This design comes from an exercise in tuning for small area, a short achievable clock period and few clock cycles on the open sky130 flow, not from production work.
At most, simulation tests tie the RTL to the original design; equivalence was not proved.
Power is estimated from default activity; no workload was simulated.

==> flow/design.v <==
package acc_drain_requant_pkg;
    localparam int ACC_WIDTH   = 32;    
    localparam int ACT_WIDTH   = 8;     
    localparam int REQ_SCALE_W = 16;    
    localparam int REQ_SHIFT_W = 5;     
    localparam int PROD_W      = ACC_WIDTH + REQ_SCALE_W;   
endpackage
import acc_drain_requant_pkg::*;
module acc_drain_requant_requant_stage (
    input  logic                 clk,
    input  logic [ACC_WIDTH-1:0] acc_i,
    input  logic                 ovf_i,
    input  logic [8:0]           b_one_i,      
    input  logic [8:0]           b_two_i,
    input  logic [8:0]           b_neg_i,
    input  logic [3:0]           sh_hi_i,      
    input  logic [7:0]           sh_lo_i,      
    input  logic [REQ_SHIFT_W-1:0] shift_i,    
    output logic [ACT_WIDTH-1:0] data_o,
    output logic                 sat_o
);
    localparam int W = PROD_W;
    logic [33:0]  ax;
    logic [8:0]   b_one, b_two, b_neg;
    logic [33:0]  r [9];
    logic [W-1:0] pp [9];
    always_comb begin
        ax = {{2{acc_i[31]}}, acc_i};
        b_one = b_one_i;
        b_two = b_two_i;
        b_neg = b_neg_i;
        for (int j = 0; j < 9; j++) begin
            for (int i = 0; i < 34; i++) begin
                r[j][i] = ((b_one[j] & ax[i]) | (b_two[j] & ((i == 0) ? 1'b0 : ax[i-1]))) ^ b_neg[j];
            end
        end
        pp[0] = '0;
        pp[0][32:0] = r[0][32:0];
        pp[0][33] = r[0][33];
        pp[0][34] = r[0][33];
        pp[0][35] = ~r[0][33];
        for (int i = 36; i < W; i += 2) pp[0][i] = 1'b1;
        for (int j = 1; j < 9; j++) begin
            pp[j] = '0;
            for (int i = 0; i < 33; i++) if (2*j + i < W) pp[j][2*j+i] = r[j][i];
            if (2*j + 33 < W) pp[j][2*j+33] = ~r[j][33];
            pp[j][2*j-2] = b_neg[j-1];
        end
    end
    function automatic logic [2*W-1:0] csa(input logic [W-1:0] x, input logic [W-1:0] y,
                                           input logic [W-1:0] z);
        logic [W-1:0] s, c;
        s = x ^ y ^ z;
        c = ((x & y) | (x & z) | (y & z)) << 1;
        csa = {c, s};
    endfunction
    logic [W-1:0] l1 [6];
    logic [W-1:0] l2 [4];
    logic [W-1:0] l3 [3];
    always_comb begin
        for (int g = 0; g < 3; g++) {l1[2*g+1], l1[2*g]} = csa(pp[3*g], pp[3*g+1], pp[3*g+2]);
        for (int g = 0; g < 2; g++) {l2[2*g+1], l2[2*g]} = csa(l1[3*g], l1[3*g+1], l1[3*g+2]);
        {l3[1], l3[0]} = csa(l2[0], l2[1], l2[2]);
        l3[2] = l2[3];
    end
    logic [W-1:0] a_r_q [3];
    logic         a_ovf_q, a_neg_q;
    always_ff @(posedge clk) begin
        for (int k = 0; k < 3; k++) a_r_q[k] <= l3[k];
        a_ovf_q <= ovf_i;
        a_neg_q <= acc_i[ACC_WIDTH-1];
    end
    logic [W-1:0] l4 [2];
    logic [W-1:0] b_p_q;
    logic         b_ovf_q, b_neg_q;
    logic [W-1:0] pg_g [7];
    logic [W-1:0] pg_p [7];
    logic [W-1:0] sum_b;
    always_comb begin
        {l4[1], l4[0]} = csa(a_r_q[0], a_r_q[1], a_r_q[2]);
        pg_g[0] = l4[0] & l4[1];
        pg_p[0] = l4[0] ^ l4[1];
        for (int lv = 0; lv < 6; lv++) begin
            for (int i = 0; i < W; i++) begin
                if ((i >> lv) & 1) begin
                    pg_g[lv+1][i] = pg_g[lv][i] | (pg_p[lv][i] & pg_g[lv][((i >> lv) << lv) - 1]);
                    pg_p[lv+1][i] = pg_p[lv][i] & pg_p[lv][((i >> lv) << lv) - 1];
                end else begin
                    pg_g[lv+1][i] = pg_g[lv][i];
                    pg_p[lv+1][i] = pg_p[lv][i];
                end
            end
        end
        sum_b[0] = pg_p[0][0];
        for (int i = 1; i < W; i++) sum_b[i] = pg_p[0][i] ^ pg_g[6][i-1];
    end
    always_ff @(posedge clk) begin
        b_p_q   <= sum_b;
        b_ovf_q <= a_ovf_q;
        b_neg_q <= a_neg_q;
    end
    logic [W:0]          v;
    logic [16:0]         y;
    logic [9:0]          w;
    logic [10:0]         qq;
    logic [9:0]          q;
    logic [W-1:0]        mask;
    logic                ext_ok, in_rng, neg;
    always_comb begin
        v = {b_p_q, 1'b0};
        for (int j = 0; j < 17; j++) begin
            y[j] = (sh_hi_i[0] & v[j]) | (sh_hi_i[1] & v[j+8]) |
                   (sh_hi_i[2] & v[j+16]) | (sh_hi_i[3] & v[j+24]);
        end
        for (int i = 0; i < 10; i++) begin
            w[i] = |(sh_lo_i & y[i +: 8]);
        end
        for (int j = 0; j < W; j++) mask[j] = (j >= 8) && (j - 8 >= int'(shift_i));
        neg    = b_p_q[W-1];
        ext_ok = ~|((b_p_q ^ {W{neg}}) & mask);
        qq     = {w[9], w} + 11'd1;
        q      = qq[10:1];
        in_rng = ext_ok && (q[9:7] == 3'b000 || q[9:7] == 3'b111);
        if (b_ovf_q) begin
            data_o = b_neg_q ? 8'h80 : 8'h7f;
            sat_o  = 1'b1;
        end else if (in_rng) begin
            data_o = q[7:0];
            sat_o  = 1'b0;
        end else begin
            data_o = neg ? 8'h80 : 8'h7f;
            sat_o  = 1'b1;
        end
    end
endmodule
import acc_drain_requant_pkg::*;
module acc_drain_requant (
    input  logic                   clk,
    input  logic                   rst_n,
    input  logic                   start,
    input  logic [16*ACC_WIDTH-1:0] acc_in,
    input  logic [15:0]            ovf_in,
    input  logic [REQ_SCALE_W-1:0] scale,
    input  logic [REQ_SHIFT_W-1:0] shift,
    output logic                   clear_acc,
    output logic                   busy,
    output logic                   done,
    output logic signed [ACT_WIDTH-1:0] out_data,
    output logic                   out_valid,
    input  logic                   out_ready,
    output logic                   out_last,
    output logic                   out_sat
);
    localparam int N = 16;
    logic                   busy_q, clear_q, done_q;
    logic [3:0]             head_q;
    logic [4:0]             nxt_q, want_q;
    logic                   v1_q, v2_q;
    logic [3:0]             i1_q, i2_q;
    logic [ACC_WIDTH:0]     ring_q [N];
    logic [8:0]             b_one_q, b_two_q, b_neg_q;
    logic [REQ_SHIFT_W-1:0] shift_q;
    logic [3:0]             sh_hi_q;
    logic [7:0]             sh_lo_q;
    logic                   ld_q;
    logic                   ov_n_q;      
    logic [17:0]            sx;
    logic accept, issue, out_free, arrive, load, drop, last_xfer;
    logic [ACT_WIDTH-1:0] res_data;
    logic                 res_sat;
    assign sx        = {2'b00, scale};
    assign busy      = busy_q;
    assign clear_acc = clear_q;
    assign done      = done_q;
    assign accept    = start & ~busy_q;
    assign issue     = busy_q & ~nxt_q[4] & (head_q == nxt_q[3:0]);
    assign out_free  = ov_n_q | out_ready;
    assign arrive    = busy_q & v2_q & ({1'b0, i2_q} == want_q);
    assign load      = arrive & out_free;
    assign drop      = arrive & ~out_free;
    assign last_xfer = ~ov_n_q & out_ready & want_q[4];
    always_ff @(posedge clk) begin
        for (int i = 0; i < N; i++) begin
            ring_q[i] <= ld_q ? {ovf_in[i], acc_in[i*ACC_WIDTH +: ACC_WIDTH]} : ring_q[(i + 1) % N];
        end
        if (!busy_q) begin
            for (int j = 0; j < 9; j++) begin
                b_neg_q[j] <= sx[2*j+1];
                b_one_q[j] <= sx[2*j] ^ ((j == 0) ? 1'b0 : sx[2*j-1]);
                b_two_q[j] <= (sx[2*j+1] & ~sx[2*j] & ~((j == 0) ? 1'b0 : sx[2*j-1])) |
                              (~sx[2*j+1] & sx[2*j] & ((j == 0) ? 1'b0 : sx[2*j-1]));
            end
            shift_q <= shift;
        end
        for (int j = 0; j < 4; j++) sh_hi_q[j] <= (shift_q[4:3] == 2'(j));
        for (int j = 0; j < 8; j++) sh_lo_q[j] <= (shift_q[2:0] == 3'(j));
    end
    always_ff @(posedge clk or negedge rst_n) begin
        if (!rst_n) begin
            busy_q    <= 1'b0;
            ld_q      <= 1'b1;
            clear_q   <= 1'b0;
            done_q    <= 1'b0;
            head_q    <= '0;
            nxt_q     <= '0;
            want_q    <= '0;
            v1_q      <= 1'b0;
            v2_q      <= 1'b0;
            out_valid <= 1'b0;
            ov_n_q    <= 1'b1;
        end else begin
            clear_q <= accept;
            done_q  <= last_xfer;
            if (accept) begin
                busy_q <= 1'b1;
                ld_q   <= 1'b0;
            end else if (last_xfer) begin
                busy_q <= 1'b0;
                ld_q   <= 1'b1;
            end
            head_q <= busy_q ? head_q + 4'd1 : 4'd0;
            if (!busy_q)     nxt_q <= '0;
            else if (drop)   nxt_q <= want_q;
            else if (issue)  nxt_q <= nxt_q + 5'd1;
            if (!busy_q)     want_q <= '0;
            else if (load)   want_q <= want_q + 5'd1;
            v1_q <= issue;
            v2_q <= v1_q;
            if (load) begin
                out_valid <= 1'b1;
                ov_n_q    <= 1'b0;
            end else if (out_ready) begin
                out_valid <= 1'b0;
                ov_n_q    <= 1'b1;
            end
        end
    end
    always_ff @(posedge clk) begin
        i1_q <= nxt_q[3:0];
        i2_q <= i1_q;
        if (out_free) begin
            out_data <= res_data;
            out_sat  <= res_sat;
            out_last <= (i2_q == 4'd15);
        end
    end
    acc_drain_requant_requant_stage u_stage (
        .clk     (clk),
        .acc_i   (ring_q[0][ACC_WIDTH-1:0]),
        .ovf_i   (ring_q[0][ACC_WIDTH]),
        .b_one_i (b_one_q),
        .b_two_i (b_two_q),
        .b_neg_i (b_neg_q),
        .sh_hi_i (sh_hi_q),
        .sh_lo_i (sh_lo_q),
        .shift_i (shift_q),
        .data_o  (res_data),
        .sat_o   (res_sat)
    );
endmodule
Settings: LEC_CHECK=0, CAP_MARGIN=20, CORE_MARGIN=2, CORE_UTILIZATION=40, SLEW_MARGIN=20; clock period 10.0 ns.
standard.sh (not shown) runs the stock make flow with config.mk's settings and CLKGATE_MAP_FILE= SYNTH_SCRIPT=/design/flow/synth_recipe.tcl, a recipe that flattens the netlist after the stock synthesis.
==> flow/flow/run.sh <==
#!/bin/bash
# Own layout flow: the standard ORFS flow (standard.sh), with these changes to how the
# layout is made:
#  - ports are buffered with sky130_fd_sc_hd__buf_1 instead of the default port buffer cell
#  - repair_timing (post-CTS and post-global-route) aims for extra setup slack (flow/margin.txt),
#    so the optimiser keeps improving the critical paths below the 10 ns clock period
#  - optional clock-tree-synthesis arguments (flow/cts_args.txt)
# Make's full output goes to standard_make.log here; ORFS's per-step logs stay under orfs/logs.
set -euo pipefail
MARGIN=$(cat flow/margin.txt 2>/dev/null || echo 6.5)
ARGS=("BUFFER_PORTS_ARGS=-buffer_cell sky130_fd_sc_hd__buf_1" "SETUP_SLACK_MARGIN=${MARGIN}")
if [[ -s flow/cts_args.txt ]]; then
  ARGS+=("CTS_ARGS=$(cat flow/cts_args.txt)")
fi
bash standard.sh "${ARGS[@]}" finish > standard_make.log 2>&1
==> flow/flow/margin.txt <==
7.0
Testbench counts at the start, summed over its fixed seeds: cycles 20,488.
Then changed:
--- a/flow/design.v
+++ b/flow/design.v
@@ -14,9 +14,9 @@
     input  logic [8:0]           b_two_i,
     input  logic [8:0]           b_neg_i,
     input  logic [3:0]           sh_hi_i,      
     input  logic [7:0]           sh_lo_i,      
-    input  logic [REQ_SHIFT_W-1:0] shift_i,    
+    input  logic [38:8]          mask_i,       
     output logic [ACT_WIDTH-1:0] data_o,
     output logic                 sat_o
 );
     localparam int W = PROD_W;
@@ -114,9 +114,11 @@
         end
         for (int i = 0; i < 10; i++) begin
             w[i] = |(sh_lo_i & y[i +: 8]);
         end
-        for (int j = 0; j < W; j++) mask[j] = (j >= 8) && (j - 8 >= int'(shift_i));
+        mask = '0;
+        mask[38:8] = mask_i;
+        mask[W-1:39] = '1;
         neg    = b_p_q[W-1];
         ext_ok = ~|((b_p_q ^ {W{neg}}) & mask);
         qq     = {w[9], w} + 11'd1;
         q      = qq[10:1];
@@ -159,12 +161,12 @@
     logic [3:0]             i1_q, i2_q;
     logic [ACC_WIDTH:0]     ring_q [N];
     logic [8:0]             b_one_q, b_two_q, b_neg_q;
     logic [REQ_SHIFT_W-1:0] shift_q;
+    logic [38:8]            mask_q;
     logic [3:0]             sh_hi_q;
     logic [7:0]             sh_lo_q;
     logic                   ld_q;
-    logic                   ov_n_q;      
     logic [17:0]            sx;
     logic accept, issue, out_free, arrive, load, drop, last_xfer;
     logic [ACT_WIDTH-1:0] res_data;
     logic                 res_sat;
@@ -173,13 +175,13 @@
     assign clear_acc = clear_q;
     assign done      = done_q;
     assign accept    = start & ~busy_q;
     assign issue     = busy_q & ~nxt_q[4] & (head_q == nxt_q[3:0]);
-    assign out_free  = ov_n_q | out_ready;
+    assign out_free  = ~out_valid | out_ready;
     assign arrive    = busy_q & v2_q & ({1'b0, i2_q} == want_q);
     assign load      = arrive & out_free;
     assign drop      = arrive & ~out_free;
-    assign last_xfer = ~ov_n_q & out_ready & want_q[4];
+    assign last_xfer = out_valid & out_ready & out_last;
     always_ff @(posedge clk) begin
         for (int i = 0; i < N; i++) begin
             ring_q[i] <= ld_q ? {ovf_in[i], acc_in[i*ACC_WIDTH +: ACC_WIDTH]} : ring_q[(i + 1) % N];
         end
@@ -191,8 +193,9 @@
                               (~sx[2*j+1] & sx[2*j] & ((j == 0) ? 1'b0 : sx[2*j-1]));
             end
             shift_q <= shift;
         end
+        for (int j = 8; j <= 38; j++) mask_q[j] <= (j - 8 >= int'(shift_q));
         for (int j = 0; j < 4; j++) sh_hi_q[j] <= (shift_q[4:3] == 2'(j));
         for (int j = 0; j < 8; j++) sh_lo_q[j] <= (shift_q[2:0] == 3'(j));
     end
     always_ff @(posedge clk or negedge rst_n) begin
@@ -206,9 +209,8 @@
             want_q    <= '0;
             v1_q      <= 1'b0;
             v2_q      <= 1'b0;
             out_valid <= 1'b0;
-            ov_n_q    <= 1'b1;
         end else begin
             clear_q <= accept;
             done_q  <= last_xfer;
             if (accept) begin
@@ -225,15 +227,10 @@
             if (!busy_q)     want_q <= '0;
             else if (load)   want_q <= want_q + 5'd1;
             v1_q <= issue;
             v2_q <= v1_q;
-            if (load) begin
-                out_valid <= 1'b1;
-                ov_n_q    <= 1'b0;
-            end else if (out_ready) begin
-                out_valid <= 1'b0;
-                ov_n_q    <= 1'b1;
-            end
+            if (load)          out_valid <= 1'b1;
+            else if (out_ready) out_valid <= 1'b0;
         end
     end
     always_ff @(posedge clk) begin
         i1_q <= nxt_q[3:0];
@@ -252,9 +249,9 @@
         .b_two_i (b_two_q),
         .b_neg_i (b_neg_q),
         .sh_hi_i (sh_hi_q),
         .sh_lo_i (sh_lo_q),
-        .shift_i (shift_q),
+        .mask_i  (mask_q),
         .data_o  (res_data),
         .sat_o   (res_sat)
     );
 endmodule
After rerunning: The new run completed without violations; count of clock-buffer cells in the layout goes down by 4; design area goes up slightly; wire length goes up slightly; die area goes up slightly; synthesized cell count goes up slightly; total power goes up to 3.1 times its value; flip-flop and latch count goes up by 30; sequential share of layout area goes up by 0.69 points; utilization is about the same; area after synthesis goes up slightly; via count goes up slightly; hold slack barely changes; critical path depth is unchanged; clock power goes up by a few percent.
Only the layout flow was run in the second run of this note; the RTL was not checked for function there.

-- what the ideal ports hide --
No port has a modelled driver above. Below, the same layouts with a new extraction and two added sets of constraints. Step 1 sets driving cells, clkbuf_16 on the clock port and buf_2 on the other inputs (assumed; they add their load-dependent delay and slew). Step 2, shift: input delay + t, output delay - t, t = (earliest + latest rising clock arrival at the registers) / 2. This alone moves slack from input paths to output paths. Slacks: ideal / step 1 / step 2; pairs: ideal / step 1.
run	t (ns)	setup WS [ns]	slew at the worst register clock pin (ns)
the first run	0.706	6.817 / 6.750 / 6.748	0.07 / 0.07
the second run	0.716	6.719 / 6.650 / 6.767	0.06 / 0.06
After both steps every run listed still meets setup and hold. For the first run, which loses most, drivers alone change the setup slack by -0.067 ns; drivers and shift together by -0.069 ns.
